What follows belongs to an exercise in optimizing a design on an open flow for small area, a short achievable clock period and few clock cycles per item; a production flow would make more cautious choices. RTL that was checked went through simulation tests only; none was proved equivalent to the original. For runs 1 and 2, only the layout was checked, not whether the RTL still works. Power is estimated from default activity; no workload was simulated.

$ cat config.mk
export PLATFORM = sky130hd
export DESIGN_NAME = decode_pipe_top
export DESIGN_NICKNAME = decode_pipe_top
export VERILOG_FILES = /design/flow/design.v
export SDC_FILE = /design/flow/constraint.sdc
export NUM_CORES = 4
export LEC_CHECK = 0
export CAP_MARGIN = 20
export CORE_MARGIN = 2
export CORE_UTILIZATION = 40
export SETUP_SLACK_MARGIN = 1.0
export SLEW_MARGIN = 20
$ cat constraint.sdc
create_clock -name core_clock -period 5.5 [get_ports {clk}]
set_input_delay 1.1000 -clock core_clock [delete_from_list [all_inputs] [get_ports {clk}]]
set_output_delay 1.1000 -clock core_clock [all_outputs]
set_load 0.01 [all_outputs]
$ cat design.v
`default_nettype none
package taurus_decode_pkg;
    localparam int xlen = 64;
    typedef enum logic [2:0] {
        fmt_r       = 3'd0,
        fmt_i       = 3'd1,
        fmt_s       = 3'd2,
        fmt_b       = 3'd3,
        fmt_u       = 3'd4,
        fmt_j       = 3'd5,
        fmt_illegal = 3'd6
    } inst_fmt_e;
    localparam logic [6:0] op_lui       = 7'b0110111;
    localparam logic [6:0] op_auipc     = 7'b0010111;
    localparam logic [6:0] op_jal       = 7'b1101111;
    localparam logic [6:0] op_jalr      = 7'b1100111;
    localparam logic [6:0] op_branch    = 7'b1100011;
    localparam logic [6:0] op_load      = 7'b0000011;
    localparam logic [6:0] op_store     = 7'b0100011;
    localparam logic [6:0] op_op_imm    = 7'b0010011;
    localparam logic [6:0] op_op        = 7'b0110011;
    localparam logic [6:0] op_op_imm_32 = 7'b0011011;
    localparam logic [6:0] op_op_32     = 7'b0111011;
    localparam logic [6:0] op_system    = 7'b1110011;
    localparam logic [2:0] cls_r     = 3'd0;
    localparam logic [2:0] cls_i     = 3'd1;
    localparam logic [2:0] cls_s     = 3'd2;
    localparam logic [2:0] cls_b     = 3'd3;
    localparam logic [2:0] cls_lui   = 3'd4;
    localparam logic [2:0] cls_j     = 3'd5;
    localparam logic [2:0] cls_ill   = 3'd6;
    localparam logic [2:0] cls_auipc = 3'd7;
    localparam int entry_w = xlen + 25 + 3;
    localparam int record_w = entry_w + 31 + 3;
    function automatic integer ceil_log2(input integer n);
        integer r, i;
        begin
            r = 0;
            for (i = 0; i < 31; i = i + 1) begin
                if ((1 << i) < n) r = i + 1;
            end
            ceil_log2 = r;
        end
    endfunction
endpackage
`default_nettype wire
`timescale 1ns/1ps
`default_nettype none
module common_bypass_buffer #(
    parameter int width      = 1,
    parameter int main_width = 1
) (
    input  wire      clk,
    input  wire      reset,
    input  wire [width-1:0] prev_data,
    input  wire      prev_valid,
    output logic     prev_ready,
    output logic                  sel_skid,
    output logic [width-1:0]      skid_data,
    output logic [width-1:0]      sel_data,
    input  wire  [main_width-1:0] main_data,
    output logic [main_width-1:0] next_data,
    output logic     next_valid,
    input  wire      next_ready
);
    logic [width-1:0] skid_q;
    logic             main_v, skid_v;
    assign prev_ready = !skid_v;
    assign next_valid = main_v;
    assign sel_skid   = skid_v;
    assign skid_data  = skid_q;
    assign sel_data   = skid_v ? skid_q : prev_data;
    always_ff @(posedge clk) begin
        if (!skid_v) begin
            skid_q <= prev_data;
        end
    end
    always_ff @(posedge clk) begin
        if (!main_v || next_ready) begin
            next_data <= main_data;
        end
    end
    always_ff @(posedge clk) begin
        if (reset) begin
            main_v <= 1'b0;
            skid_v <= 1'b0;
        end else begin
            if (!main_v || next_ready) begin
                main_v <= skid_v || prev_valid;
                skid_v <= 1'b0;
            end else if (!skid_v) begin
                skid_v <= prev_valid;
            end
        end
    end
endmodule
`default_nettype wire
`timescale 1ns/1ps
`default_nettype none
module decode_stage (
    input  wire  [31:0] in_inst,
    output logic [2:0]  out_cls
);
    always_comb begin
        case (in_inst[6:0])
            taurus_decode_pkg::op_op, taurus_decode_pkg::op_op_32:
                out_cls = taurus_decode_pkg::cls_r;
            taurus_decode_pkg::op_op_imm, taurus_decode_pkg::op_op_imm_32, taurus_decode_pkg::op_load,
            taurus_decode_pkg::op_jalr, taurus_decode_pkg::op_system:
                out_cls = taurus_decode_pkg::cls_i;
            taurus_decode_pkg::op_store:  out_cls = taurus_decode_pkg::cls_s;
            taurus_decode_pkg::op_branch: out_cls = taurus_decode_pkg::cls_b;
            taurus_decode_pkg::op_lui:    out_cls = taurus_decode_pkg::cls_lui;
            taurus_decode_pkg::op_auipc:  out_cls = taurus_decode_pkg::cls_auipc;
            taurus_decode_pkg::op_jal:    out_cls = taurus_decode_pkg::cls_j;
            default:                      out_cls = taurus_decode_pkg::cls_ill;
        endcase
    end
endmodule
module target_sel_stage (
    input  wire        known,
    input  wire  [2:0] cls,
    input  wire  [6:2] op,
    output logic [2:0] out_sel
);
    always_comb begin
        if (known) begin
            out_sel = {cls == taurus_decode_pkg::cls_b, cls == taurus_decode_pkg::cls_j,
                       cls == taurus_decode_pkg::cls_lui};
        end else begin
            out_sel = {!op[2], op[2] && op[3], op[2] && !op[3] && op[5]};
        end
    end
endmodule
`default_nettype wire
`timescale 1ns/1ps
`default_nettype none
module imm_gen_stage (
    input  wire  [2:0]  in_cls,
    input  wire  [31:7] inst,
    output taurus_decode_pkg::inst_fmt_e out_fmt,
    output logic [4:0]  out_rd,
    output logic [taurus_decode_pkg::xlen-1:0] out_imm
);
    always_comb begin
        case (in_cls)
            taurus_decode_pkg::cls_r:     out_fmt = taurus_decode_pkg::fmt_r;
            taurus_decode_pkg::cls_i:     out_fmt = taurus_decode_pkg::fmt_i;
            taurus_decode_pkg::cls_s:     out_fmt = taurus_decode_pkg::fmt_s;
            taurus_decode_pkg::cls_b:     out_fmt = taurus_decode_pkg::fmt_b;
            taurus_decode_pkg::cls_lui,
            taurus_decode_pkg::cls_auipc: out_fmt = taurus_decode_pkg::fmt_u;
            taurus_decode_pkg::cls_j:     out_fmt = taurus_decode_pkg::fmt_j;
            default:                      out_fmt = taurus_decode_pkg::fmt_illegal;
        endcase
    end
    assign out_rd = (in_cls == taurus_decode_pkg::cls_s || in_cls == taurus_decode_pkg::cls_b)
                    ? 5'd0 : inst[11:7];
    always_comb begin
        case (in_cls)
            taurus_decode_pkg::cls_i:   out_imm = {{52{inst[31]}}, inst[31:20]};
            taurus_decode_pkg::cls_s:   out_imm = {{52{inst[31]}}, inst[31:25], inst[11:7]};
            taurus_decode_pkg::cls_b:   out_imm = {{51{inst[31]}}, inst[31], inst[7],
                                                   inst[30:25], inst[11:8], 1'b0};
            taurus_decode_pkg::cls_lui,
            taurus_decode_pkg::cls_auipc: out_imm = {{32{inst[31]}}, inst[31:12], 12'd0};
            taurus_decode_pkg::cls_j:   out_imm = {{43{inst[31]}}, inst[31], inst[19:12],
                                                   inst[20], inst[30:21], 1'b0};
            default:                    out_imm = '0;
        endcase
    end
endmodule
`default_nettype wire
`timescale 1ns/1ps
`default_nettype none
module target_operand_stage (
    input  wire  [2:0]  in_sel,
    input  wire  [31:1] in_pc,
    input  wire  [31:7] inst,
    output logic [31:1] out_base,
    output logic [31:1] out_addend
);
    always_comb begin
        if (in_sel[2]) begin
            out_addend = {{19{inst[31]}}, inst[31], inst[7], inst[30:25], inst[11:8]};
        end else if (in_sel[1]) begin
            out_addend = {{11{inst[31]}}, inst[31], inst[19:12], inst[20], inst[30:21]};
        end else begin
            out_addend = {inst[31:12], 11'd0};
        end
    end
    assign out_base = in_sel[0] ? 31'd0 : in_pc;
endmodule
module target_calc_stage (
    input  wire  [2:0]  in_cls,
    input  wire  [31:1] in_base,
    input  wire  [31:1] in_addend,
    input  wire  [31:1] in_pc,
    input  wire         inst31,
    output logic [31:1] out_target_lo,
    output logic        out_inc,       
    output logic        out_dec,       
    output logic        out_lui        
);
    logic        use_imm;
    logic [31:1] sum;
    logic [31:2] link;
    logic        sum_carry, link_carry;
    assign use_imm = in_cls == taurus_decode_pkg::cls_b || in_cls == taurus_decode_pkg::cls_j
                  || in_cls == taurus_decode_pkg::cls_auipc || in_cls == taurus_decode_pkg::cls_lui;
    prefix_adder #(.width(31)) u_add (
        .a    (in_base),
        .b    (in_addend),
        .sum  (sum),
        .cout (sum_carry)
    );
    assign {link_carry, link} = {1'b0, in_pc[31:2]} + 31'd1;
    assign out_target_lo = use_imm ? sum : {link, in_pc[1]};
    assign out_inc = use_imm ? sum_carry && !inst31 : link_carry;
    assign out_dec = use_imm && !sum_carry && inst31;
    assign out_lui = in_cls == taurus_decode_pkg::cls_lui;
endmodule
module target_hi_stage (
    input  wire  [63:32] in_pc,
    input  wire          inst31,
    input  wire          inc,
    input  wire          dec,
    input  wire          lui,
    output logic [63:32] out_target_hi
);
    logic [63:32] run;    
    prefix_and #(.width(32)) u_run (
        .a   (in_pc ^ {32{dec}}),
        .all (run)
    );
    assign out_target_hi = lui ? {32{inst31}} : in_pc ^ ({32{inc || dec}} & run);
endmodule
module prefix_and #(
    parameter int width = 8
) (
    input  wire  [width-1:0] a,
    output logic [width-1:0] all
);
    localparam int levels = taurus_decode_pkg::ceil_log2(width);
    logic [width-1:0] t [0:levels];
    always_comb begin
        t[0] = {a[width-2:0], 1'b1};
        for (int l = 0; l < levels; l++) begin
            for (int i = 0; i < width; i++) begin
                if ((i >> l) % 2 == 1) begin
                    t[l+1][i] = t[l][i] & t[l][((i >> l) << l) - 1];
                end else begin
                    t[l+1][i] = t[l][i];
                end
            end
        end
    end
    assign all = t[levels];
endmodule
module prefix_adder #(
    parameter int width = 8,
    parameter int style = 1
) (
    input  wire  [width-1:0] a,
    input  wire  [width-1:0] b,
    output logic [width-1:0] sum,
    output logic             cout
);
    localparam int levels = taurus_decode_pkg::ceil_log2(width);
    logic [width-1:0] g [0:levels];
    logic [width-1:0] p [0:levels];
    always_comb begin
        g[0] = a & b;
        p[0] = a ^ b;
        for (int l = 0; l < levels; l++) begin
            for (int i = 0; i < width; i++) begin
                if (style == 0) begin
                    if (i >= (1 << l)) begin
                        g[l+1][i] = g[l][i] | (p[l][i] & g[l][i - (1 << l)]);
                        p[l+1][i] = p[l][i] & p[l][i - (1 << l)];
                    end else begin
                        g[l+1][i] = g[l][i];
                        p[l+1][i] = p[l][i];
                    end
                end else begin
                    if ((i >> l) % 2 == 1) begin
                        g[l+1][i] = g[l][i] | (p[l][i] & g[l][((i >> l) << l) - 1]);
                        p[l+1][i] = p[l][i] & p[l][((i >> l) << l) - 1];
                    end else begin
                        g[l+1][i] = g[l][i];
                        p[l+1][i] = p[l][i];
                    end
                end
            end
        end
    end
    assign sum  = p[0] ^ {g[levels][width-2:0], 1'b0};
    assign cout = g[levels][width-1];
endmodule
`default_nettype wire
`timescale 1ns/1ps
`default_nettype none
module decode_pipe_top (
    input  wire             clk,
    input  wire             reset,
    input  wire             in_valid,
    output logic            in_ready,
    input  wire [taurus_decode_pkg::xlen-1:0]  in_pc,
    input  wire [31:0]      in_inst,
    output logic            out_valid,
    input  wire             out_ready,
    output logic [taurus_decode_pkg::xlen-1:0] out_pc,
    output taurus_decode_pkg::inst_fmt_e       out_fmt,
    output logic [4:0]      out_rd,
    output logic [taurus_decode_pkg::xlen-1:0] out_imm,
    output logic [taurus_decode_pkg::xlen-1:0] out_target
);
    logic [2:0]  in_cls, s_cls, q_cls;
    logic [63:0] s_pc;
    logic [31:7] s_inst, q_inst;
    logic [31:1] s_tlo, q_tlo;
    logic        s_inc, s_dec, s_lui, q_inc, q_dec, q_lui;
    logic        s_known;
    logic [63:0] k_pc;
    logic [31:7] k_inst;
    logic [2:0]  k_cls;
    logic [2:0]  in_sel, k_sel;
    logic [31:1] in_base, in_addend, k_base, k_addend, s_base, s_addend;
    decode_stage u_decode (
        .in_inst (in_inst),
        .out_cls (in_cls)
    );
    target_sel_stage u_in_sel (
        .known   (1'b0),
        .cls     (in_cls),
        .op      (in_inst[6:2]),
        .out_sel (in_sel)
    );
    target_operand_stage u_in_operand (
        .in_sel     (in_sel),
        .in_pc      (in_pc[31:1]),
        .inst       (in_inst[31:7]),
        .out_base   (in_base),
        .out_addend (in_addend)
    );
    target_sel_stage u_skid_sel (
        .known   (1'b1),
        .cls     (k_cls),
        .op      (5'd0),
        .out_sel (k_sel)
    );
    target_operand_stage u_skid_operand (
        .in_sel     (k_sel),
        .in_pc      (k_pc[31:1]),
        .inst       (k_inst),
        .out_base   (k_base),
        .out_addend (k_addend)
    );
    assign s_base   = s_known ? k_base : in_base;
    assign s_addend = s_known ? k_addend : in_addend;
    target_calc_stage u_target_calc (
        .in_cls        (s_cls),
        .in_base       (s_base),
        .in_addend     (s_addend),
        .in_pc         (s_pc[31:1]),
        .inst31        (s_inst[31]),
        .out_target_lo (s_tlo),
        .out_inc       (s_inc),
        .out_dec       (s_dec),
        .out_lui       (s_lui)
    );
    common_bypass_buffer #(
        .width      (taurus_decode_pkg::entry_w),
        .main_width (taurus_decode_pkg::record_w)
    ) u_buffer (
        .clk        (clk),
        .reset      (reset),
        .prev_data  ({in_pc, in_inst[31:7], in_cls}),
        .prev_valid (in_valid),
        .prev_ready (in_ready),
        .sel_skid   (s_known),
        .skid_data  ({k_pc, k_inst, k_cls}),
        .sel_data   ({s_pc, s_inst, s_cls}),
        .main_data  ({s_pc, s_inst, s_cls, s_tlo, s_inc, s_dec, s_lui}),
        .next_data  ({out_pc, q_inst, q_cls, q_tlo, q_inc, q_dec, q_lui}),
        .next_valid (out_valid),
        .next_ready (out_ready)
    );
    imm_gen_stage u_imm_gen (
        .in_cls  (q_cls),
        .inst    (q_inst),
        .out_fmt (out_fmt),
        .out_rd  (out_rd),
        .out_imm (out_imm)
    );
    target_hi_stage u_target_hi (
        .in_pc         (out_pc[63:32]),
        .inst31        (q_inst[31]),
        .inc           (q_inc),
        .dec           (q_dec),
        .lui           (q_lui),
        .out_target_hi (out_target[63:32])
    );
    assign out_target[31:1] = q_tlo;
    assign out_target[0]    = out_pc[0] && !q_lui;
endmodule
`default_nettype wire
$ cat flow/run.sh
#!/bin/bash
# The standard layout (standard.sh) with three changes:
#  - the port buffers are the smallest buffer cell (buf_1), resized later as
#    timing needs;
#  - full adders are left to ABC instead of being extracted into adder cells;
#  - the upper-half and lower-half target logic are mapped on their own, so
#    that ABC keeps their depth short;
#  - the slow stacked AND/OR cells are kept out of mapping and resizing, on
#    top of the platform's own don't-use list.
# Each tool's full output is in the ORFS logs under orfs/logs; make's own
# output is in standard.log.
PLATFORM_DONT_USE="sky130_fd_sc_hd__probe_p_8 sky130_fd_sc_hd__probec_p_8 sky130_fd_sc_hd__lpflow_bleeder_1 sky130_fd_sc_hd__lpflow_clkbufkapwr_1 sky130_fd_sc_hd__lpflow_clkbufkapwr_16 sky130_fd_sc_hd__lpflow_clkbufkapwr_2 sky130_fd_sc_hd__lpflow_clkbufkapwr_4 sky130_fd_sc_hd__lpflow_clkbufkapwr_8 sky130_fd_sc_hd__lpflow_clkinvkapwr_1 sky130_fd_sc_hd__lpflow_clkinvkapwr_16 sky130_fd_sc_hd__lpflow_clkinvkapwr_2 sky130_fd_sc_hd__lpflow_clkinvkapwr_4 sky130_fd_sc_hd__lpflow_clkinvkapwr_8 sky130_fd_sc_hd__lpflow_decapkapwr_12 sky130_fd_sc_hd__lpflow_decapkapwr_3 sky130_fd_sc_hd__lpflow_decapkapwr_4 sky130_fd_sc_hd__lpflow_decapkapwr_6 sky130_fd_sc_hd__lpflow_decapkapwr_8 sky130_fd_sc_hd__lpflow_inputiso0n_1 sky130_fd_sc_hd__lpflow_inputiso0p_1 sky130_fd_sc_hd__lpflow_inputiso1n_1 sky130_fd_sc_hd__lpflow_inputiso1p_1 sky130_fd_sc_hd__lpflow_inputisolatch_1 sky130_fd_sc_hd__lpflow_isobufsrc_1 sky130_fd_sc_hd__lpflow_isobufsrc_16 sky130_fd_sc_hd__lpflow_isobufsrc_2 sky130_fd_sc_hd__lpflow_isobufsrc_4 sky130_fd_sc_hd__lpflow_isobufsrc_8 sky130_fd_sc_hd__lpflow_isobufsrckapwr_16 sky130_fd_sc_hd__lpflow_lsbuf_lh_hl_isowell_tap_1 sky130_fd_sc_hd__lpflow_lsbuf_lh_hl_isowell_tap_2 sky130_fd_sc_hd__lpflow_lsbuf_lh_hl_isowell_tap_4 sky130_fd_sc_hd__lpflow_lsbuf_lh_isowell_4 sky130_fd_sc_hd__lpflow_lsbuf_lh_isowell_tap_1 sky130_fd_sc_hd__lpflow_lsbuf_lh_isowell_tap_2 sky130_fd_sc_hd__lpflow_lsbuf_lh_isowell_tap_4"
SLOW=""
for c in a2111o a311o a32o a41o and4 and4b and4bb o2111a o311a o32a o41a or3 or3b or4 or4b or4bb maj3; do
  for n in 1 2 4; do SLOW="$SLOW sky130_fd_sc_hd__${c}_$n"; done
done
bash standard.sh BUFFER_PORTS_ARGS="-buffer_cell sky130_fd_sc_hd__buf_1" ADDER_MAP_FILE= \
  DONT_USE_CELLS="$PLATFORM_DONT_USE$SLOW" SYNTH_KEEP_MODULES="target_hi_stage target_calc_stage" finish > standard.log 2>&1
$ cat standard.sh
#!/bin/bash
# synth_recipe.tcl (not shown) runs the flow's synth.tcl, then flattens the netlist and writes it again
# the make line also repeats each setting of config.mk as NAME=value (left out here)
make -C /OpenROAD-flow-scripts/flow DESIGN_CONFIG=/design/flow/config.mk WORK_HOME=/design/flow/orfs CLKGATE_MAP_FILE= SYNTH_SCRIPT=/design/flow/synth_recipe.tcl "${@:-finish}"
==> reports/metrics.yaml, run 1 <==
layout:
  fin_nets: 1603
  drive_above_1_share: 0.129
  final_core_util: 0.479
  areaGrowthSynthToFinish_pct: 18.6
  layout_common_cells: "buf_1 (301), nand2_1 (174), edfxtp_1 (126)"
  final_common_cell: "buf_1"
  final_area_mm2: 0.0145
synthesis:
  avgSynthCellArea_um2: 9.82
  synth_top_family_by_area: "simple AND/OR/NAND/NOR gates"
  ys_async_sr_fraction: 0
  syn_inst: 1248
  syn_nets: 1348
  yosys_warnings: 10
  synthFlopType: "edfxtp_1"
  synth.distinct_cells: 84
  synth-compound-area-share: 0.160
  ys_seq_area_frac: 0.462
  syn-cell-area_mm2: 0.0123
  synthXorXnorAreaFrac: 0.0757
  synthAdderAreaFrac: 0
  synth-simple-area-share: 0.188
  synth_edf_count: 126
  ys_seq_elements: 220
  synth_mux_area_frac: 0.0592
floorplan:
  die_area_mm2: 0.0321
  start_util: 0.404
  core_mm2: 0.0303
  fp.dieH_um: 179
  num_rows: 64
  io_pins: 302
  die_w_um: 179
power_and_ir_drop:
  pwr_density_cell_mw_per_mm2: 326
  p_leak_uw: 0.00546
  total_power_uw: 4750
  ir_drop_mv: 0.199
global_routing:
  grt_usage: 0.207
  grt_pass1_wl_mm: 51.8
  overflow: 0
  antenna_found_initial: 5
  first_global_vias: 9361
  grt_max_degree: 129
setup_path:
  path_class: "reg -> out"
  required_ns: 4.40
  endpoint_kind: "output port"
  worst-path-max-fanout: 31
  start_kind: "flip-flop"
  worstPathArrival_ns: 3.10
sta:
  period_share: 0.764
  clock-skew-final_ns: 0.0263
  max_slew_margin: 0.401
  tightest_slew_ns: 0.898
  setup_ws_ns: 1.30
  hold_violations: 0
  period_needed_ns: 4.20
  setup_violations: 0
  rsz0062_at_grt: "no"
  tns_ns: 0
  max_freq_ghz: 0.238
  finalMaxSlewViolations: 0
cts:
  clock_sinks: 220
  htree_levels: 1
  cts.clk_slew.worst_paths_ns: 0.06
  cts-root-buf: "clkbuf_16"
  clock_latency_ns: 0.54
  tritoncts: "yes"
  cts_buffers: 26
  cts_buffer_depth: 3
  cts_hold_buf: 0
job:
  cap_violations: 0
routing:
  wire_per_inst_um: 17.9
  vias: 10215
  drc_errors: 0
  postRouteAntennaNets: 0
  wl_mm: 34.5
  via_per_inst: 5.31
  drt-pass1-iter-count: 5
  first_iter_violations: 658
hold_path:
  holdCritPathClass: "reg -> reg"
placement:
  place_congestion: 0.863
  dp_slack_ns: 0.742
  port_buffers: 301
  dp_hpwl_mm: 25.5
  placed_area_mm2: 0.0135
run_status:
  status: "complete, no violations"
-- per-layer routing --
| layer | part of all wire | GRT usage |
|---|---|---|
| met5 | 0.00078 | 0 |
| met4 | 0.012 | 0.0379 |
| met1 | 0.43 | 0.269 |
| met2 | 0.49 | 0.363 |
| met3 | 0.071 | 0.0380 |
-- cells by family after synthesis --
family | Yosys count
mux | 65
simple gates | 432
xor+xnor | 106
flops | 220
buf+inv | 130
compound gates | 295
-- repair_timing --
action,in CTS,in global routing
setup endpoints to repair,8,4
pin swaps,1,0
buffers inserted,6,0
resized for setup,0,3
-- flip-flops by register name (all words and copies together), names as in the netlist --
| signal | cells |
|---|---|
| u_buffer.main_v | 1 |
| u_buffer.next_data | 126 |
| u_buffer.skid_v | 1 |
| u_buffer.skid_q | 92 |
-- worst max-delay path, stage by stage, from the launching register on --
cell	delay (ns)
edfxtp_1	0.47
buf_4	0.21
buf_4	0.16
and3b_1	0.27
a22oi_1	0.17
nor4b_4	0.25
buf_4	0.34
a211oi_1	0.12
a311oi_1	0.36
buf_1	0.19
-- modules after synthesis (local to each module, per instance) --
| module | flops+latches | area, um2 |
|---|---|---|
| target_calc_stage | 0 | 2410 |
| target_hi_stage | 0 | 1370 |
| decode_pipe_top | 220 | 8490 |
-- final cells by class --
| class | count | area, um2 |
|---|---|---|
| fill | 2932 | 15800 |
| multi-input combinational | 898 | 5950 |
| sequential | 220 | 5670 |
| timing repair buffer | 324 | 1330 |
| clock buffer | 35 | 767 |
| tap | 396 | 495 |
| clock inverter | 13 | 201 |
| inverter | 33 | 124 |
| antenna | 3 | 7.51 |
-- final timing paths --
path,from,end,slack [ns],cells after the start
worst max-delay path,u_buffer.next_data[1],out_target[49],1.30,9
worst min-delay path,u_buffer.skid_q[74],u_buffer.skid_q[74],0.47,1
worst max register to register,u_buffer.skid_v,u_buffer.next_data[2],1.41,13
worst min register to register,u_buffer.skid_q[74],u_buffer.skid_q[74],0.47,1
-- where the power goes --
part	switching, uW	internal (uW)	total, uW
combinational	543	328	870
sequential	86.2	1890	1980
clock	686	1210	1900
-- Yosys cell counts, types with 8 or more instances --
library cell	instances	share of area
a21o_1	17	0.010
a21oi_1	68	0.028
a22o_1	12	0.0086
a22oi_1	22	0.013
a31o_2	12	0.0086
a31oi_1	23	0.012
and2_1	26	0.013
and3_1	14	0.0071
buf_2	25	0.010
buf_4	37	0.023
clkbuf_1	26	0.0080
dfxtp_1	94	0.15
edfxtp_1	126	0.31
inv_1	31	0.0095
mux2_2	60	0.055
nand2_1	174	0.053
nand2b_1	13	0.0066
nand3_1	20	0.0082
nand4_1	17	0.0087
nor2_1	73	0.022
nor2b_1	12	0.0061
nor3_1	20	0.0082
nor3_2	11	0.0090
o21ai_0	37	0.015
o21ai_1	8	0.0033
o22ai_1	40	0.020
xnor2_1	64	0.046
xor2_1	42	0.030
-- metrics by stage --
step                      hold slack [ns]  instances
after floorplan                     0.446       1248
after global placement              0.450       1865
after detailed placement            0.458       1865
after CTS                           0.472       1919
after global routing                0.478       1920
final                               0.469       1922
==> inputs of run 2 (changes only) <==
--- a/config.mk
+++ b/config.mk
@@ -8,5 +8,5 @@
 export CAP_MARGIN = 20
 export CORE_MARGIN = 2
 export CORE_UTILIZATION = 40
-export SETUP_SLACK_MARGIN = 1.0
+export SETUP_SLACK_MARGIN = 1.5
 export SLEW_MARGIN = 20
==> reports/metrics.yaml, run 2 <==
power_and_ir_drop:
  p_sw_uw: 1360  # +3.1%
  sw_frac_of_total: 0.288  # +0.0112
  pwr_density_cell_mw_per_mm2: 312  # -4.4%
  ir_drop_mv: 0.225  # +13%
  p_int_uw: 3350  # -2.5%
  pwr-share-comb: 0.198  # +0.015
  clock_power_share: 0.380  # -0.020
  seq_power_share: 0.421  # +0.004
  p_leak_uw: 0.00564  # +3.2%
cts:
  cts_hold_buf: 0  # unchanged
  htree_levels: 1  # unchanged
  clock_latency_ns: 0.53  # about the same
  cts_buffers: 26  # unchanged
  clock_sinks: 220  # unchanged
  cts.clk_slew.worst_paths_ns: 0.06  # about the same
  cts-root-buf: "clkbuf_16"
  tritoncts: "yes"
  cts_buffer_depth: 3  # unchanged
hold_path:
  holdPathEnd: "u_buffer.skid_q[79]"
  hp-start: "u_buffer.skid_q[79]"
  min_path_cells: 1  # unchanged
  holdCritPathClass: "reg -> reg"
setup_path:
  path_class: "in -> reg"
  reg2reg_from: "u_buffer.skid_q[2]"
  endpoint_kind: "flip-flop"
  r2r_cells: 14  # +1
  worstPathArrival_ns: 4.11  # +1.01 ns
  r2r_end: "u_buffer.next_data[24]"
  required_ns: 5.74  # +1.34 ns
  reg2reg_slack_ns: 1.67  # +0.26 ns
  start_kind: "primary input"
  worst-path-max-fanout: 10  # -68%
synthesis:
  syn-cell-area_mm2: 0.0123  # unchanged
  yosysTopAreaCell: "edfxtp_1"
  ys_seq_elements: 220  # unchanged
  avgSynthCellArea_um2: 9.82  # unchanged
  synth.distinct_cells: 84  # unchanged
  ys_seq_area_frac: 0.462  # unchanged
  synthTopCellsByCount: "nand2_1 (174), edfxtp_1 (126), dfxtp_1 (94), nor2_1 (73), a21oi_1 (68)"
  syn_inst: 1248  # unchanged
  synth_top_area_frac: 0.309  # unchanged
  syn_nets: 1348  # unchanged
  synthFlopType: "edfxtp_1"
  synth_edf_count: 126  # unchanged
  yosys_warnings: 10  # unchanged
  synth_most_common_cell: "nand2_1"
  ys_async_sr_fraction: 0  # unchanged
  synthTopCellsByArea: "edfxtp_1 (31%), dfxtp_1 (15%), mux2_2 (5.5%)"
placement:
  place_congestion: 0.912  # +5.6%
  dp_hpwl_mm: 26.1  # +2.4%
  dp_slack_ns: 0.734  # -0.00856 ns
  port_buffers: 301  # unchanged
  placed_area_mm2: 0.0135  # about the same
floorplan:
  start_util: 0.404  # unchanged
  io_pins: 302  # unchanged
  die_w_um: 179  # unchanged
  die_area_mm2: 0.0321  # unchanged
  core_mm2: 0.0303  # unchanged
  fp.dieH_um: 179  # unchanged
  num_rows: 64  # unchanged
routing:
  postRouteAntennaNets: 0  # unchanged
  wl_mm: 36.0  # +4.3%
  wire_per_inst_um: 18.6  # +3.8%
  drc_errors: 0  # unchanged
  first_iter_violations: 627  # -4.7%
  via_per_inst: 5.39  # +1.3%
  vias: 10405  # +1.9%
  drt-pass1-iter-count: 5  # unchanged
layout:
  final_area_mm2: 0.0151  # +3.6%
  reg_top3: "u_buffer.next_data x126, u_buffer.skid_q x92"
  largest-register: "u_buffer.next_data"
  layout_common_cells: "buf_1 (293), nand2_1 (173), edfxtp_1 (126)"
  largest_reg_flops: 126  # unchanged
  final_common_cell: "buf_1"
  areaGrowthSynthToFinish_pct: 22.9
  drive_above_1_share: 0.176  # +0.0465
  nFillCells: 2885  # -1.6%
  fin_nets: 1615  # +0.75%
sta:
  setup_violations: 0  # unchanged
  fin_hold_ws_ns: 0.470  # +0.00105 ns
  finalMaxSlewViolations: 0  # unchanged
  max_freq_ghz: 0.258  # +8.5%
  tightest_slew_ns: 0.880  # -0.0175 ns
  clock-skew-final_ns: 0.00959  # -0.0167 ns
  hold_violations: 0  # unchanged
  tns_ns: 0  # unchanged
  rsz0062_at_grt: "yes"
  setup_ws_ns: 1.63  # +0.329 ns
  max_slew_margin: 0.413  # +0.0117
  period_share: 0.704  # -0.0598
  period_needed_ns: 3.87  # -0.329 ns
global_routing:
  antenna_found_initial: 3  # -2
  overflow: 0  # unchanged
  grt_pass1_wl_mm: 52.9  # +2.1%
  grt_max_degree: 53  # -59%
  grt_usage: 0.212  # +0.00500
  first_global_vias: 9572  # +2.3%
job:
  cap_violations: 0  # unchanged
run_status:
  status: "complete, no violations"
==> run 2: modules after synthesis (local to each module, per instance) <==
module             cell area (um2)  copies in the design  cells inside
decode_pipe_top               8490                     1           668
target_calc_stage             2410                     1           376
target_hi_stage               1370                     1           204
==> run 2: what timing repair did <==
action                                  CTS  global route
setup buffers                             6             9
cloned                                    1             1
resized for setup                        22            83
hold endpoints to repair                  0             0
pin swaps                                 3            15
endpoints found under the setup margin   43            46
==> run 2: critical path, cell delays in order <==
cell       delay [ns]
buf_2            0.17
nor2b_4          0.18
and2_4           0.20
buf_12           0.18
o22ai_4          0.11
xnor2_1          0.17
nand4b_1         0.33
nor4_4           0.46
o21ai_1          0.16
nand2b_2         0.15
o2bb2ai_2        0.18
o21ai_1          0.12
a31oi_2          0.29
xor2_1           0.20
a21oi_1          0.09
==> run 2: area by class of cell <==
| cell class | instances | area (um2) | area share |
|---|---|---|---|
| repair buffers | 336 | 1470 | 0.0977 |
| multi-input cells | 898 | 6380 | 0.423 |
| inverters | 33 | 133 | 0.00880 |
| well taps | 396 | 495 | 0.0329 |
| clock inverters | 9 | 86.3 | 0.00573 |
| flip-flops and latches | 220 | 5670 | 0.376 |
| clock buffers | 39 | 835 | 0.0554 |
| diodes | 1 | 2.50 | 0.000166 |
==> run 2: worst max-delay path by stage <==
stage,slack [ns],from,end
2_1_floorplan,1.50,in_inst[5],u_buffer.next_data[2]
3_3_place_gp,0.87,in_inst[2],u_buffer.next_data[13]
3_5_place_dp,0.73,in_inst[2],u_buffer.next_data[24]
4_1_cts,1.50,in_inst[2],u_buffer.next_data[24]
5_1_grt,1.42,in_inst[2],u_buffer.next_data[24]
6_report,1.63,in_inst[2],u_buffer.next_data[24]
==> run 2: through the flow <==
step           instances  total power, uW  utilization
2_1_floorplan       1248             2620            -
3_3_place_gp        1866             2870        0.445
3_5_place_dp        1866             2880        0.445
4_1_cts             1921             4690        0.480
5_1_grt             1932             4910        0.497
6_report            1932             4700        0.497
==> run 2: cells by family after synthesis <==
| logic type | count (synthesis) | synth area share |
|---|---|---|
| and+or+nand+nor | 432 | 0.188 |
| AOI/OAI and AO/OA | 295 | 0.160 |
| DFF | 220 | 0.462 |
| buffers and inverters | 130 | 0.0555 |
| xor gates and xnor gates | 106 | 0.0757 |
| muxes | 65 | 0.0592 |
==> run 2: metal layers <==
| layer | vias to the layer above | track usage | part of all wire |
|---|---|---|---|
| met5 | - | 0 | 0.00075 |
| met4 | 4 | 0.0589 | 0.025 |
| met3 | 56 | 0.0403 | 0.076 |
| met2 | 361 | 0.369 | 0.48 |
| met1 | 4948 | 0.269 | 0.42 |
| li1 | 5036 | - | - |
==> run 2: power by group through the flow <==
| stage | Clock, uW | Sequential [uW] | Combinational (uW) |
|---|---|---|---|
| 2_1_floorplan | 0 | 2020 | 595 |
| 3_3_place_gp | 0 | 2010 | 858 |
| 3_5_place_dp | 0 | 2010 | 865 |
| 4_1_cts | 1830 | 1980 | 882 |
| 5_1_grt | 1890 | 2000 | 1020 |
| 6_report | 1790 | 1980 | 933 |
==> inputs of run 3 (changes only) <==
--- a/design.v
+++ b/design.v
@@ -30,8 +30,8 @@
     localparam logic [2:0] cls_j     = 3'd5;
     localparam logic [2:0] cls_ill   = 3'd6;
     localparam logic [2:0] cls_auipc = 3'd7;
-    localparam int entry_w = xlen + 25 + 3;
-    localparam int record_w = entry_w + 31 + 3;
+    localparam int entry_w = xlen + 25 + 3 + 3;
+    localparam int record_w = entry_w - 3 + 31 + 3;
     function automatic integer ceil_log2(input integer n);
         integer r, i;
         begin
@@ -55,8 +55,6 @@
     input  wire [width-1:0] prev_data,
     input  wire      prev_valid,
     output logic     prev_ready,
-    output logic                  sel_skid,
-    output logic [width-1:0]      skid_data,
     output logic [width-1:0]      sel_data,
     input  wire  [main_width-1:0] main_data,
     output logic [main_width-1:0] next_data,
@@ -67,8 +65,6 @@
     logic             main_v, skid_v;
     assign prev_ready = !skid_v;
     assign next_valid = main_v;
-    assign sel_skid   = skid_v;
-    assign skid_data  = skid_q;
     assign sel_data   = skid_v ? skid_q : prev_data;
     always_ff @(posedge clk) begin
         if (!skid_v) begin
@@ -118,19 +114,12 @@
     end
 endmodule
 module target_sel_stage (
-    input  wire        known,
-    input  wire  [2:0] cls,
-    input  wire  [6:2] op,
+    input  wire        op5,
+    input  wire        op3,
+    input  wire        op2,
     output logic [2:0] out_sel
 );
-    always_comb begin
-        if (known) begin
-            out_sel = {cls == taurus_decode_pkg::cls_b, cls == taurus_decode_pkg::cls_j,
-                       cls == taurus_decode_pkg::cls_lui};
-        end else begin
-            out_sel = {!op[2], op[2] && op[3], op[2] && !op[3] && op[5]};
-        end
-    end
+    assign out_sel = {!op2, op2 && op3, op2 && !op3 && op5};
 endmodule
 `default_nettype wire
 `timescale 1ns/1ps
@@ -320,44 +309,26 @@
     logic [31:7] s_inst, q_inst;
     logic [31:1] s_tlo, q_tlo;
     logic        s_inc, s_dec, s_lui, q_inc, q_dec, q_lui;
-    logic        s_known;
-    logic [63:0] k_pc;
-    logic [31:7] k_inst;
-    logic [2:0]  k_cls;
-    logic [2:0]  in_sel, k_sel;
-    logic [31:1] in_base, in_addend, k_base, k_addend, s_base, s_addend;
+    logic [2:0]  s_op;      
+    logic [2:0]  s_sel;
+    logic [31:1] s_base, s_addend;
     decode_stage u_decode (
         .in_inst (in_inst),
         .out_cls (in_cls)
     );
-    target_sel_stage u_in_sel (
-        .known   (1'b0),
-        .cls     (in_cls),
-        .op      (in_inst[6:2]),
-        .out_sel (in_sel)
-    );
-    target_operand_stage u_in_operand (
-        .in_sel     (in_sel),
-        .in_pc      (in_pc[31:1]),
-        .inst       (in_inst[31:7]),
-        .out_base   (in_base),
-        .out_addend (in_addend)
-    );
-    target_sel_stage u_skid_sel (
-        .known   (1'b1),
-        .cls     (k_cls),
-        .op      (5'd0),
-        .out_sel (k_sel)
+    target_sel_stage u_target_sel (
+        .op5     (s_op[2]),
+        .op3     (s_op[1]),
+        .op2     (s_op[0]),
+        .out_sel (s_sel)
     );
-    target_operand_stage u_skid_operand (
-        .in_sel     (k_sel),
-        .in_pc      (k_pc[31:1]),
-        .inst       (k_inst),
-        .out_base   (k_base),
-        .out_addend (k_addend)
+    target_operand_stage u_operand (
+        .in_sel     (s_sel),
+        .in_pc      (s_pc[31:1]),
+        .inst       (s_inst),
+        .out_base   (s_base),
+        .out_addend (s_addend)
     );
-    assign s_base   = s_known ? k_base : in_base;
-    assign s_addend = s_known ? k_addend : in_addend;
     target_calc_stage u_target_calc (
         .in_cls        (s_cls),
         .in_base       (s_base),
@@ -375,12 +346,10 @@
     ) u_buffer (
         .clk        (clk),
         .reset      (reset),
-        .prev_data  ({in_pc, in_inst[31:7], in_cls}),
+        .prev_data  ({in_pc, in_inst[31:7], in_cls, in_inst[5], in_inst[3:2]}),
         .prev_valid (in_valid),
         .prev_ready (in_ready),
-        .sel_skid   (s_known),
-        .skid_data  ({k_pc, k_inst, k_cls}),
-        .sel_data   ({s_pc, s_inst, s_cls}),
+        .sel_data   ({s_pc, s_inst, s_cls, s_op}),
         .main_data  ({s_pc, s_inst, s_cls, s_tlo, s_inc, s_dec, s_lui}),
         .next_data  ({out_pc, q_inst, q_cls, q_tlo, q_inc, q_dec, q_lui}),
         .next_valid (out_valid),
--- a/config.mk
+++ b/config.mk
@@ -7,6 +7,6 @@
 export LEC_CHECK = 0
 export CAP_MARGIN = 20
 export CORE_MARGIN = 2
-export CORE_UTILIZATION = 40
+export CORE_UTILIZATION = 65
 export SETUP_SLACK_MARGIN = 1.5
 export SLEW_MARGIN = 20
==> reports/metrics.yaml, run 3 <==
run_status:
  status: "complete, no violations"
setup_path:
  required_ns: 5.71  # -0.03 ns
  crit_top_cell: "o21ai_0"
  crit_family: "simple AND/OR/NAND/NOR gates"
  path_cells: "buf_2 > nand2b_1 > and2_4 > inv_2 > nor2_4 > buf_4 > nor2_2 > a22oi_1 > o21ai_0 > o21ai_0 > nand3_1 > nand2b_2 > o2bb2ai_2 > nand2_1 > a31oi_4 > xor2_1 > a21oi_1"
  cpPeakStageDelay_ns: 0.30  # -0.16 ns
  cp_slowest_cell: "o21ai_0"
  worst-path-max-fanout: 14  # +4
  start_kind: "primary input"
  path_class: "in -> reg"
  endpoint_kind: "flip-flop"
  path_buf_inv: 3  # +1
  worstPathArrival_ns: 4.17  # +0.06 ns
power_and_ir_drop:
  ir_drop_mv: 0.273  # +21%
  sw_frac_of_total: 0.284  # -0.00426
  p_sw_uw: 1260  # -6.7%
  seq_power_share: 0.447  # +0.026
  clock_power_share: 0.340  # -0.040
  p_int_uw: 3190  # -4.7%
  pwr-share-comb: 0.214  # +0.016
  p_leak_uw: 0.00533  # -5.4%
  pwr_density_cell_mw_per_mm2: 308  # -1.2%
routing:
  wl_met2_mm: 15.5  # -11%
  wl_mm: 31.9  # -11%
  via_per_inst: 5.95  # +10%
  first_iter_violations: 757  # +21%
  drc_errors: 0  # unchanged
  vias: 9946  # -4.4%
  topRoutingLayerUsed: "met5"
  met1Wirelength_mm: 12.8  # -15%
  drt-pass1-iter-count: 7  # +2
  wl_met3_mm: 2.62  # -4.1%
  wire_per_inst_um: 19.1  # +2.6%
  postRouteAntennaNets: 0  # unchanged
synthesis:
  synth_top_area_frac: 0.313  # +0.00457
  synth_most_common_cell: "edfxtp_1"
  synth_edf_count: 126  # unchanged
  yosys_warnings: 9  # -1
  ys_seq_elements: 223  # +1.4%
  synthTopCellsByArea: "edfxtp_1 (31%), dfxtp_1 (16%), mux2_2 (7.9%)"
  syn_nets: 1249  # -7.3%
  synth.distinct_cells: 86  # +2.4%
  yosysTopAreaCell: "edfxtp_1"
  avgSynthCellArea_um2: 10.5  # +7.0%
  synthFlopType: "edfxtp_1"
  syn_inst: 1149  # -7.9%
  syn-cell-area_mm2: 0.0121  # -1.5%
  ys_seq_area_frac: 0.474  # +0.0118
  synthTopCellsByCount: "edfxtp_1 (126), dfxtp_1 (97), nor2_1 (90), mux2_2 (85), nand2_1 (67)"
  ys_async_sr_fraction: 0  # unchanged
hold_path:
  holdCritPathClass: "reg -> reg"
sta:
  tns_ns: 0  # unchanged
  period_needed_ns: 3.96  # +0.0921 ns
  finalMaxSlewViolations: 0  # unchanged
  max_freq_ghz: 0.252  # -2.3%
  rsz0062_at_grt: "no"
  setup_ws_ns: 1.54  # -0.0921 ns
  tightest_slew_ns: 0.937  # +0.0566 ns
  period_share: 0.721  # +0.0167
  clock-skew-final_ns: 0.0156  # +0.00605 ns
  max_slew_margin: 0.372  # -0.0407
  setup_violations: 0  # unchanged
  hold_violations: 0  # unchanged
cts:
  cts_hold_buf: 0  # unchanged
  tritoncts: "yes"
  cts_buffer_depth: 3  # unchanged
  clock_latency_ns: 0.51  # -0.02 ns
  clock_sinks: 223  # +1.4%
  cts_buffers: 22  # -15%
  cts.clk_slew.worst_paths_ns: 0.06  # about the same
  htree_levels: 1  # unchanged
  cts-root-buf: "clkbuf_16"
floorplan:
  num_rows: 49  # -23%
  io_pins: 302  # unchanged
  fp.dieH_um: 140  # -22%
  die_area_mm2: 0.0197  # -39%
  start_util: 0.668  # +0.264
  core_mm2: 0.0181  # -40%
  die_w_um: 140  # -22%
global_routing:
  first_global_vias: 9107  # -4.9%
  grt_usage: 0.294  # +0.0816
  grt_pass1_wl_mm: 47.0  # -11%
  antenna_found_initial: 1  # -2
  grt_max_degree: 71  # +34%
  overflow: 0  # unchanged
layout:
  largest_reg_flops: 126  # unchanged
  reg_top3: "u_buffer.next_data x126, u_buffer.skid_q x95"
  fin_nets: 1527  # -5.4%
  layout_common_cells: "buf_1 (298), edfxtp_1 (126), dfxtp_1 (96)"
  areaGrowthSynthToFinish_pct: 19.6
  n_antenna_cell: 0  # -1
  drive_above_1_share: 0.182  # +0.00567
  final_common_cell: "buf_1"
  largest-register: "u_buffer.next_data"
placement:
  place_congestion: 0.931  # +2.2%
  dp_slack_ns: 0.654  # -0.0799 ns
  dp_hpwl_mm: 21.8  # -17%
  port_buffers: 301  # unchanged
job:
  cap_violations: 0  # unchanged
-- run 3: cell count changes after synthesis, moves of 6 or more --
cell,change
inv_1,+10
nor3_2,-10
buf_2,-10
a21boi_0,+31
a22o_1,-7
o22ai_1,-36
nor2_1,+17
a22oi_1,-13
clkbuf_1,-6
nand2_1,-107
buf_6,+7
mux2_2,+25
mux2i_1,+7
-- run 3: cell type report --
cell class,instances,area (um2)
tap,229,287
clock buffer,34,647
multi-input combinational,795,5950
sequential,223,5730
timing repair buffer,342,1600
fill,1227,3630
inverter,43,161
clock inverter,6,82.6
-- run 3: per-layer routing --
metal  vias up  GRT usage
met5         -          0
met4         2      0.107
met3        71     0.0540
met2       460      0.494
met1      4724      0.383
li1       4689          -
-- run 3: kinds of logic (layout without fill, tap and decap cells) --
family,after synthesis,count (layout),share of synthesized area
AND/OR/NAND/NOR,325,325,0.150
AO/OA/AOI/OAI,265,265,0.147
flip-flops,223,223,0.474
buffers and inverters,132,425,0.0613
XOR/XNOR,105,105,0.0761
multiplexers,99,100,0.0917
-- run 3: final timing paths --
path / slack, ns / from / to / cells after the start
setup / recovery: 1.54 / in_inst[2] / u_buffer.next_data[24] / 17
hold / removal: 0.47 / u_buffer.skid_q[67] / u_buffer.skid_q[67] / 1
setup reg to reg: 1.65 / u_buffer.skid_v / u_buffer.next_data[24] / 17
hold reg to reg: 0.47 / u_buffer.skid_q[67] / u_buffer.skid_q[67] / 1
-- run 3: per-stage QoR --
stage	instance area (um2)	util	hold WS (ns)	instances	total power [uW]
floorplan	12100	-	0.446	1149	2640
global placement	13000	0.720	0.451	1598	2850
detailed placement	13000	0.720	0.459	1598	2870
CTS	13900	0.767	0.473	1644	4380
global route	14500	0.799	0.485	1672	4610
finish	14500	0.799	0.472	1672	4450
-- run 3: per-module statistics from Yosys (local to each module, per instance) --
module	copies in the design	flops+latches
decode_pipe_top	1	223
target_calc_stage	1	0
target_hi_stage	1	0
-- run 3: worst reg2reg max path, stage by stage (launching register included) --
cell	delay (ns)
dfxtp_4	0.41
buf_4	0.17
nand2b_1	0.20
and2_4	0.22
inv_2	0.17
nor2_4	0.08
buf_4	0.16
nor2_2	0.21
a22oi_1	0.14
o21ai_0	0.30
o21ai_0	0.18
nand3_1	0.21
nand2b_2	0.21
o2bb2ai_2	0.20
nand2_1	0.18
a31oi_4	0.25
xor2_1	0.19
a21oi_1	0.09
-- run 3: power groups by stage --
stage / Clock (uW) / Combinational [uW] / Sequential (uW)
2_1_floorplan: 0 / 602 / 2040
3_3_place_gp: 0 / 829 / 2020
3_5_place_dp: 0 / 842 / 2030
4_1_cts: 1520 / 863 / 1990
5_1_grt: 1580 / 1030 / 2000
6_report: 1510 / 951 / 1990
-- run 3: timing repair --
item / CTS / global route
pin swaps: 1 / 19
gates resized for setup: 16 / 79
gates cloned: 0 / 4
endpoints found under the setup margin: 46 / 24
setup buffers: 6 / 24
Testbench counts of run 3, summed over its fixed seeds: cycles 9,165, items 8,000.
==> inputs of run 4 (changes only) <==
--- a/config.mk
+++ b/config.mk
@@ -8,5 +8,5 @@
 export CAP_MARGIN = 20
 export CORE_MARGIN = 2
 export CORE_UTILIZATION = 65
-export SETUP_SLACK_MARGIN = 1.5
+export SETUP_SLACK_MARGIN = 1.8
 export SLEW_MARGIN = 20
==> reports/metrics.yaml, run 4 <==
floorplan:
  core_mm2: 0.0181  # unchanged
  num_rows: 49  # unchanged
  start_util: 0.668  # unchanged
  io_pins: 302  # unchanged
  die_area_mm2: 0.0197  # unchanged
  fp.dieH_um: 140  # unchanged
  die_w_um: 140  # unchanged
sta:
  hold_violations: 0  # unchanged
  max_freq_ghz: 0.257  # +2.0%
  setup_ws_ns: 1.62  # +0.0791 ns
  fin_hold_ws_ns: 0.474  # +0.00190 ns
  tns_ns: 0  # unchanged
  tightest_slew_ns: 0.867  # -0.0697 ns
  finalMaxSlewViolations: 0  # unchanged
  max_slew_margin: 0.416  # +0.0441
  period_share: 0.706  # -0.0144
  rsz0062_at_grt: "yes"
  setup_violations: 0  # unchanged
  period_needed_ns: 3.88  # -0.0791 ns
  clock-skew-final_ns: 0.00877  # -0.00687 ns
power_and_ir_drop:
  ir_drop_mv: 0.327  # +20%
  pwr_density_cell_mw_per_mm2: 303  # -1.7%
  total_power_uw: 4600  # +3.2%
  p_leak_uw: 0.00572  # +7.4%
  clock_power_share: 0.339  # about the same
  sw_frac_of_total: 0.284  # about the same
  p_int_uw: 3290  # +3.2%
  p_sw_uw: 1300  # +3.1%
  pwr-share-comb: 0.229  # +0.015
  seq_power_share: 0.433  # -0.014
cts:
  clock_sinks: 223  # unchanged
  cts-root-buf: "clkbuf_16"
  cts.clk_slew.worst_paths_ns: 0.06  # about the same
  cts_buffer_depth: 3  # unchanged
  tritoncts: "yes"
  cts_buffers: 23  # +4.5%
  cts_hold_buf: 0  # unchanged
  htree_levels: 1  # unchanged
  clock_latency_ns: 0.50  # about the same
hold_path:
  min_path_cells: 1  # unchanged
  hp-start: "u_buffer.skid_q[67]"
  holdCritPathClass: "reg -> reg"
  holdPathEnd: "u_buffer.skid_q[67]"
setup_path:
  worst-path-max-fanout: 8  # -6
  path_cells: "buf_4 > o21ai_4 > buf_12 > buf_12 > buf_12 > a21boi_4 > buf_4 > a22o_1 > a31oi_2 > buf_4 > a31oi_1 > o31ai_1 > nand2_1 > o21a_1 > nor3_1 > a21oi_1 > xnor2_1 > o21ai_0"
  reg2reg_slack_ns: 1.66  # about the same
  r2r_cells: 15  # -2
  required_ns: 5.81  # +0.10 ns
  worstPathArrival_ns: 4.20  # +0.03 ns
  cp_slowest_cell: "o21a_1"
  reg2reg_from: "u_buffer.skid_v"
  crit_family: "compound AO/OA/AOI/OAI gates"
  endpoint_kind: "flip-flop"
  cpPeakStageDelay_ns: 0.29  # about the same
  start_kind: "primary input"
  r2r_end: "u_buffer.next_data[24]"
  path_class: "in -> reg"
  path_buf_inv: 6  # +3
placement:
  dp_hpwl_mm: 21.6  # -0.94%
  dp_slack_ns: 0.830  # +0.176 ns
  place_congestion: 0.926  # -0.58%
  port_buffers: 301  # unchanged
routing:
  vias: 10258  # +3.1%
  postRouteAntennaNets: 0  # unchanged
  drc_errors: 0  # unchanged
  via_per_inst: 5.96  # +0.14%
  first_iter_violations: 846  # +12%
  wire_per_inst_um: 19.9  # +4.0%
  wl_mm: 34.2  # +7.2%
  drt-pass1-iter-count: 5  # -2
global_routing:
  grt_usage: 0.317  # +0.0232
  overflow: 0  # unchanged
  grt_max_degree: 54  # -24%
  grt_pass1_wl_mm: 50.4  # +7.3%
  use_met2: 0.552  # +0.0578
  antenna_found_initial: 1  # unchanged
  grt_use_met3: 0.0503  # -0.00376
  top_usage_layer: "met2"
  first_global_vias: 9536  # +4.7%
  gr-usage-met1: 0.400  # +0.0168
synthesis:
  synthTopCellsByCount: "edfxtp_1 (126), dfxtp_1 (97), nor2_1 (90), mux2_2 (85), nand2_1 (67)"
  yosys_warnings: 9  # unchanged
  avgSynthCellArea_um2: 10.5  # unchanged
  ys_seq_area_frac: 0.474  # unchanged
  synthFlopType: "edfxtp_1"
  synth_most_common_cell: "edfxtp_1"
  synth.distinct_cells: 86  # unchanged
  yosysTopAreaCell: "edfxtp_1"
  ys_async_sr_fraction: 0  # unchanged
  synth_top_area_frac: 0.313  # unchanged
  synthTopCellsByArea: "edfxtp_1 (31%), dfxtp_1 (16%), mux2_2 (7.9%)"
  syn_inst: 1149  # unchanged
  syn_nets: 1249  # unchanged
  ys_seq_elements: 223  # unchanged
  synth_edf_count: 126  # unchanged
  syn-cell-area_mm2: 0.0121  # unchanged
job:
  cap_violations: 0  # unchanged
layout:
  areaGrowthSynthToFinish_pct: 25.6
  drive_above_1_share: 0.246  # +0.0644
  seq_area_mm2: 0.00573  # unchanged
  final_core_util: 0.839  # +0.0400
  final_common_cell: "buf_1"
  multi_input_area_mm2: 0.00622  # +4.5%
  largest-register: "u_buffer.next_data"
  reg_top3: "u_buffer.next_data x126, u_buffer.skid_q x95"
  fin_nets: 1577  # +3.3%
  largest_reg_flops: 126  # unchanged
  layout_common_cells: "buf_1 (286), edfxtp_1 (126), dfxtp_1 (96)"
  nFillCells: 1060  # -14%
run_status:
  status: "complete, no violations"
[run 4: what timing repair did]
item,in CTS,in global routing
cloned,5,1
pin swaps,17,39
gates resized for setup,41,106
buffers inserted,31,40
hold endpoints to repair,0,0
setup endpoints to repair,51,82
[run 4: worst max-delay path by stage]
stage                         start                endpoint  slack [ns]  cells past startpoint
finish                   in_inst[3]  u_buffer.next_data[14]        1.62                     18
global route        u_buffer.skid_v  u_buffer.next_data[14]        1.52                     18
CTS                      in_inst[2]  u_buffer.next_data[32]        1.76                     16
detailed placement       in_inst[2]  u_buffer.next_data[32]        0.83                     14
global placement         in_inst[2]  u_buffer.next_data[32]         1.0                     14
floorplan                in_inst[5]  u_buffer.next_data[32]        1.74                     14
[run 4: stage by stage]
step,cell area (um2),cells
2_1_floorplan,12200,1149
3_3_place_gp,13200,1604
3_5_place_dp,13200,1604
4_1_cts,14500,1680
5_1_grt,15200,1722
6_report,15200,1722
[run 4: cell type report]
class                      instances  share of cell area
multi-input combinational        796               0.410
sequential                       223               0.378
timing repair buffer             390               0.132
clock buffer                      36              0.0478
tap                              229              0.0189
inverter                          43              0.0109
clock inverter                     4             0.00305
antenna                            1            0.000165
[run 4: logic make-up (layout without fill, tap and decap cells)]
family,count (synthesis),in the layout,share of synthesized area
flip-flops,223,223,0.474
AO/OA/AOI/OAI,265,265,0.147
buffers and inverters,132,473,0.0613
AND/OR/NAND/NOR,325,325,0.150
other,0,1,0
XOR/XNOR,105,105,0.0761
multiplexers,99,101,0.0917
[run 4: power groups by stage]
stage	registers (uW)	logic, uW	clock network (uW)
6_report	1990	1050	1560
5_1_grt	2000	1120	1630
4_1_cts	1990	928	1570
3_5_place_dp	2020	867	0
3_3_place_gp	2020	856	0
2_1_floorplan	2040	627	0
[run 4: modules after synthesis (local to each module, per instance)]
module | area (um2) | copies in the design | flops+latches
target_calc_stage | 2410 | 1 | 0
target_hi_stage | 1370 | 1 | 0
decode_pipe_top | 8310 | 1 | 223
[run 4: worst reg2reg max path: stages (launching register included)]
cell       delay [ns]
dfxtp_4          0.46
buf_6            0.17
buf_4            0.14
mux2_4           0.40
a21boi_4         0.30
xor2_2           0.23
nand4_1          0.24
a311oi_2         0.43
o21ai_2          0.10
buf_4            0.15
nand2b_4         0.10
o2bb2ai_4        0.17
nand2_2          0.11
a31oi_4          0.27
xor2_1           0.20
a21oi_1          0.09
[run 4: layer usage]
metal  up-vias  share of wire  wire (um)
li1       4783              -          -
met1      4852           0.38      13100
met2       506           0.50      17000
met3       117          0.078       2680
met4         0          0.041       1400
met5         -              0          0
==> inputs of run 5 (changes only) <==
--- a/config.mk
+++ b/config.mk
@@ -8,5 +8,7 @@
 export CAP_MARGIN = 20
 export CORE_MARGIN = 2
 export CORE_UTILIZATION = 65
+export CTS_CLUSTER_DIAMETER = 100
+export CTS_CLUSTER_SIZE = 25
 export SETUP_SLACK_MARGIN = 1.8
 export SLEW_MARGIN = 20
==> reports/metrics.yaml, run 5 <==
placement:
  dp_hpwl_mm: 21.6  # unchanged
  port_buffers: 301  # unchanged
  placed_area_mm2: 0.0132  # unchanged
  place_congestion: 0.926  # unchanged
  dp_slack_ns: 0.830  # unchanged
global_routing:
  grt_usage: 0.305  # -0.0120
  overflow: 0  # unchanged
  antenna_found_initial: 1  # unchanged
  grt_max_degree: 54  # unchanged
  grt_pass1_wl_mm: 48.5  # -3.8%
  first_global_vias: 9305  # -2.4%
sta:
  rsz0062_at_grt: "yes"
  period_needed_ns: 3.70  # -0.180 ns
  setup_ws_ns: 1.80  # +0.180 ns
  hold_violations: 0  # unchanged
  tns_ns: 0  # unchanged
  finalMaxSlewViolations: 0  # unchanged
  period_share: 0.673  # -0.0328
  tightest_slew_ns: 0.839  # -0.0280 ns
  setup_violations: 0  # unchanged
  max_slew_margin: 0.435  # +0.0189
  clock-skew-final_ns: 0.0146  # +0.00584 ns
  max_freq_ghz: 0.270  # +4.9%
  fin_hold_ws_ns: 0.481  # +0.00719 ns
synthesis:
  ys_async_sr_fraction: 0  # unchanged
  synth_most_common_cell: "edfxtp_1"
  syn-cell-area_mm2: 0.0121  # unchanged
  ys_seq_elements: 223  # unchanged
  yosysTopAreaCell: "edfxtp_1"
  synth_edf_count: 126  # unchanged
  synth.distinct_cells: 86  # unchanged
  synth_top_area_frac: 0.313  # unchanged
  synthTopCellsByArea: "edfxtp_1 (31%), dfxtp_1 (16%), mux2_2 (7.9%)"
  synthTopCellsByCount: "edfxtp_1 (126), dfxtp_1 (97), nor2_1 (90), mux2_2 (85), nand2_1 (67)"
  yosys_warnings: 9  # unchanged
  avgSynthCellArea_um2: 10.5  # unchanged
  ys_seq_area_frac: 0.474  # unchanged
  synthFlopType: "edfxtp_1"
  syn_inst: 1149  # unchanged
  syn_nets: 1249  # unchanged
layout:
  multi_input_area_mm2: 0.00621  # about the same
  drive_above_1_share: 0.230  # -0.0158
  final_common_cell: "buf_1"
  areaGrowthSynthToFinish_pct: 21.6
  nFillCells: 1139  # +7.5%
  reg_top3: "u_buffer.next_data x126, u_buffer.skid_q x95"
  layout_common_cells: "buf_1 (285), edfxtp_1 (126), dfxtp_1 (96)"
  largest_reg_flops: 126  # unchanged
  largest-register: "u_buffer.next_data"
  final_area_mm2: 0.0147  # -3.2%
  seq_area_mm2: 0.00573  # unchanged
  fin_nets: 1554  # -1.5%
  final_core_util: 0.813  # -0.0265
routing:
  via_per_inst: 5.91  # -0.78%
  wire_per_inst_um: 19.2  # -3.2%
  first_iter_violations: 726  # -14%
  drt-pass1-iter-count: 5  # unchanged
  vias: 9989  # -2.6%
  postRouteAntennaNets: 0  # unchanged
  drc_errors: 0  # unchanged
  wl_mm: 32.5  # -5.0%
cts:
  clock_sinks: 223  # unchanged
  htree_levels: 1  # unchanged
  cts_hold_buf: 0  # unchanged
  tritoncts: "yes"
  cts_buffer_depth: 3  # unchanged
  clock_latency_ns: 0.48  # -0.02 ns
  cts.clk_slew.worst_paths_ns: 0.10  # +0.04 ns
  cts-root-buf: "clkbuf_16"
  cts_buffers: 12  # -48%
floorplan:
  fp.dieH_um: 140  # unchanged
  die_area_mm2: 0.0197  # unchanged
  num_rows: 49  # unchanged
  core_mm2: 0.0181  # unchanged
  start_util: 0.668  # unchanged
  io_pins: 302  # unchanged
  die_w_um: 140  # unchanged
setup_path:
  required_ns: 4.40  # -1.41 ns
  path_class: "reg -> out"
  start_kind: "flip-flop"
  endpoint_kind: "output port"
  r2r_cells: 17  # +2
  reg2reg_from: "u_buffer.skid_v"
  worst-path-max-fanout: 13  # +5
  r2r_end: "u_buffer.next_data[32]"
  worstPathArrival_ns: 2.60  # -1.60 ns
  reg2reg_slack_ns: 1.87  # +0.21 ns
job:
  cap_violations: 0  # unchanged
power_and_ir_drop:
  pwr-share-comb: 0.260  # +0.031
  p_sw_uw: 1190  # -8.9%
  pwr_density_cell_mw_per_mm2: 271  # -11%
  p_int_uw: 2790  # -15%
  seq_power_share: 0.498  # +0.065
  sw_frac_of_total: 0.298  # +0.0147
  clock_power_share: 0.241  # -0.098
  ir_drop_mv: 0.334  # +2.0%
  p_leak_uw: 0.00547  # -4.4%
hold_path:
  min_path_cells: 1  # unchanged
  hp-start: "u_buffer.skid_q[77]"
  holdCritPathClass: "reg -> reg"
  holdPathEnd: "u_buffer.skid_q[77]"
run_status:
  status: "complete, no violations"
-- run 5: changes by cell type in the layout (fill, tap and decap cells not counted), moves of 3 or more --
| cell | previous run | this run |
|---|---|---|
| a21boi_4 | 7 | 10 |
| buf_2 | 7 | 11 |
| buf_4 | 73 | 59 |
| clkbuf_16 | 25 | 13 |
| clkbuf_2 | 5 | 2 |
| clkbuf_8 | 8 | 1 |
| mux2_2 | 80 | 84 |
| mux2_4 | 9 | 4 |
-- run 5: critical path, cell delays in order (launching register included) --
cell and delay, ns:
edfxtp_1 0.45, buf_12 0.17, and3b_1 0.26, a22oi_2 0.16, nor4b_4 0.27, buf_4 0.19
buf_6 0.14, a31oi_1 0.08, o31a_1 0.28, buf_1 0.12
-- run 5: area by class of cell --
class / instances / area share
clock buffer: 20 / 0.0246
multi-input combinational: 795 / 0.423
timing repair buffer: 379 / 0.132
tap: 229 / 0.0195
sequential: 223 / 0.390
inverter: 43 / 0.0111
antenna: 1 / 0.000170
-- run 5: worst max path at each step --
stage / from / endpoint / slack, ns
after CTS: in_inst[3] / u_buffer.next_data[26] / 1.79
after detailed placement: in_inst[2] / u_buffer.next_data[32] / 0.83
after floorplan: in_inst[5] / u_buffer.next_data[32] / 1.74
after global placement: in_inst[2] / u_buffer.next_data[32] / 1.0
after global routing: in_inst[2] / u_buffer.next_data[14] / 1.66
final: u_buffer.next_data[1] / out_target[53] / 1.80
-- run 5: logic make-up (layout without fill, tap and decap cells) --
kind of cell,count (synthesis),in the layout,share of synthesized area
multiplexers,99,100,0.0917
XOR/XNOR,105,105,0.0761
buffers and inverters,132,442,0.0613
AO/OA/AOI/OAI,265,265,0.147
other,0,1,0
flip-flops,223,223,0.474
AND/OR/NAND/NOR,325,325,0.150
-- run 5: metal layers --
layer / routed length, um / GRT usage
met5: 0 / 0
met4: 1110 / 0.101
met3: 2480 / 0.0499
met2: 16300 / 0.536
met1: 12600 / 0.386
-- run 5: through the flow --
stage	total power (uW)	std cells
6_report	3980	1690
2_1_floorplan	2660	1149
5_1_grt	4140	1690
4_1_cts	3890	1654
3_5_place_dp	2890	1604
3_3_place_gp	2870	1604
-- run 5: what timing repair did --
action,CTS,global route
setup buffers,25,35
resized for setup,46,106
cloned,5,0
endpoints found under the setup margin,51,77
hold endpoints to repair,0,0
pin swaps,16,47
-- run 5: modules after synthesis, one instance, submodules excluded --
module | flops+latches | area (um2)
target_calc_stage | 0 | 2410
decode_pipe_top | 223 | 8310
target_hi_stage | 0 | 1370
-- run 5: power groups by stage --
stage	clock (uW)	sequential (uW)	combinational, uW
floorplan	0	2040	627
global placement	0	2020	856
finish	960	1980	1040
detailed placement	0	2020	867
CTS	975	1990	931
global route	1030	2000	1120
==> inputs of run 6 (changes only) <==
--- a/config.mk
+++ b/config.mk
@@ -5,10 +5,11 @@
 export SDC_FILE = /design/flow/constraint.sdc
 export NUM_CORES = 4
 export LEC_CHECK = 0
+export ABC_AREA = 1
 export CAP_MARGIN = 20
 export CORE_MARGIN = 2
 export CORE_UTILIZATION = 65
 export CTS_CLUSTER_DIAMETER = 100
 export CTS_CLUSTER_SIZE = 25
-export SETUP_SLACK_MARGIN = 1.8
+export SETUP_SLACK_MARGIN = 1.5
 export SLEW_MARGIN = 20
==> reports/metrics.yaml, run 6 <==
layout:
  nFillCells: 1615  # +42%
  fin_nets: 2085  # +34%
  final_common_cell: "nand2_1"
  areaGrowthSynthToFinish_pct: 11.0
  multi_input_area_mm2: 0.00558  # -10%
  reg_top3: "u_buffer.next_data x126, u_buffer.skid_q x95"
  largest-register: "u_buffer.next_data"
run_status:
  status: "complete, no violations"
routing:
  vias: 11782  # +18%
  first_iter_violations: 866  # +19%
  via_per_inst: 5.22  # -12%
  drt-pass1-iter-count: 5  # unchanged
sta:
  hold_violations: 0  # unchanged
  setup_violations: 0  # unchanged
  period_needed_ns: 3.82  # +0.115 ns
  tightest_slew_ns: 1.07  # +0.234 ns
synthesis:
  synth-simple-area-share: 0.358  # +0.208
  synthXorXnorAreaFrac: 0.0163  # -0.0598
  yosys_warnings: 9  # unchanged
  yosysTopAreaCell: "edfxtp_1"
  synth_mux_area_frac: 0  # -0.0917
  synth-compound-area-share: 0.0621  # -0.0848
  synth_top_area_frac: 0.298  # -0.0154
  synthFlopType: "edfxtp_1"
  synthTopCellsByCount: "nand2_1 (665), inv_1 (211), nor2_1 (138), edfxtp_1 (126), nand3_1 (118)"
  ys_async_sr_fraction: 0  # unchanged
  syn_nets: 1846  # +48%
  avgSynthCellArea_um2: 7.28  # -31%
  ys_seq_area_frac: 0.451  # -0.0232
  ys_seq_elements: 223  # unchanged
global_routing:
  grt_max_degree: 129  # +140%
  overflow: 0  # unchanged
  grt_pass1_wl_mm: 51.0  # +5.2%
  antenna_found_initial: 3  # +2
floorplan:
  fp.dieH_um: 144  # +2.5%
  io_pins: 302  # unchanged
  core_mm2: 0.0193  # +6.9%
  die_w_um: 144  # +2.5%
  start_util: 0.657  # -0.0109
  num_rows: 51  # +4.1%
hold_path:
  holdCritPathClass: "reg -> reg"
  min_path_cells: 2  # +1
power_and_ir_drop:
  total_power_uw: 3920  # -1.5%
  pwr_density_cell_mw_per_mm2: 278  # +2.6%
placement:
  place_inst: 2231  # +39%
  dp_hpwl_mm: 24.1  # +12%
setup_path:
  worst-path-max-fanout: 34  # +21
  r2r_cells: 18  # +1
cts:
  htree_levels: 1  # unchanged
-- run 6: layout make-up --
type                       count  area share
antenna                        3    0.000532
timing repair buffer         309      0.0887
multi-input combinational   1214       0.396
clock buffer                  19      0.0254
sequential                   223       0.406
inverter                     225      0.0602
tap                          265      0.0235
-- run 6: critical path, stage by stage, from the launching register on --
cell and delay (ns):
edfxtp_1 0.55, buf_16 0.23, nand2_1 0.08, o21ai_0 0.15
a21oi_4 0.65, nand3_1 0.15, nand2_1 0.10, nand3_1 0.06
nand2_1 0.09, buf_1 0.18
-- run 6: report_power, final --
part	leakage [uW]	switching, uW	internal (uW)	total, uW
combinational	0.00460	676	288	965
sequential	0.00213	73.0	1920	2000
clock	0.000173	506	453	959
-- run 6: cells by family after synthesis --
family,count (synthesis)
compound gates,136
xor+xnor,22
buf+inv,310
simple gates,1055
flops,223
-- run 6: per-layer routing --
layer | GRT usage | share of wire | up-vias | routed length (um)
met4 | 0.128 | 0.039 | 0 | 1310
met5 | 0 | 0 | - | 0
li1 | - | - | 5952 | -
met3 | 0.0463 | 0.081 | 76 | 2700
met2 | 0.520 | 0.47 | 511 | 15400
met1 | 0.401 | 0.41 | 5243 | 13800
-- run 6: through the flow --
stage,worst slack [ns],util
3_5_place_dp,1.42,0.706
2_1_floorplan,2.34,-
4_1_cts,1.50,0.726
6_report,1.68,0.730
5_1_grt,1.49,0.730
3_3_place_gp,1.31,0.705
-- run 6: worst paths after layout --
kind,from,to,slack [ns]
setup / recovery,u_buffer.next_data[1],out_target[63],1.68
hold / removal,u_buffer.skid_q[84],u_buffer.skid_q[84],0.46
setup reg to reg,u_buffer.skid_v,u_buffer.next_data[29],1.84
hold reg to reg,u_buffer.skid_q[84],u_buffer.skid_q[84],0.46
-- run 6: modules after synthesis, one instance, submodules excluded --
module             copies in the design  flip-flops and latches
target_hi_stage                       1                       0
target_calc_stage                     1                       0
decode_pipe_top                       1                     223
-- run 6: repair_timing --
item                       CTS  global route
buffers inserted             2             2
setup endpoints to repair   19            29
gates resized for setup      1             4
pin swaps                    1             1
hold buffers                 0             0
cloned                       1             0

## port drivers added, routing unchanged
No port has a modelled driver above. Below, the same layouts with a new extraction and two added sets of constraints. Step 1, drivers: a clkbuf_16 drives clk and a buf_2 each remaining input, both assumed. Step 2 also shifts input and output timing later by t, the mid clock arrival at the registers, as if the neighbouring blocks saw the same clock. Three values: no drivers, after step 1, after step 2; two values: the first two.
| run | t, ns | setup WS [ns] |
|---|---|---|
| run 1 | 0.576 | 1.300 / 1.251 / 0.782 |
| run 2 | 0.577 | 1.629 / 1.579 / 1.078 |
| run 3 | 0.540 | 1.537 / 1.535 / 0.995 |
| run 4 | 0.544 | 1.616 / 1.588 / 1.044 |
| run 5 | 0.515 | 1.796 / 1.750 / 1.273 |
| run 6 | 0.512 | 1.682 / 1.635 / 1.397 |
After both steps every run listed still meets setup and hold.
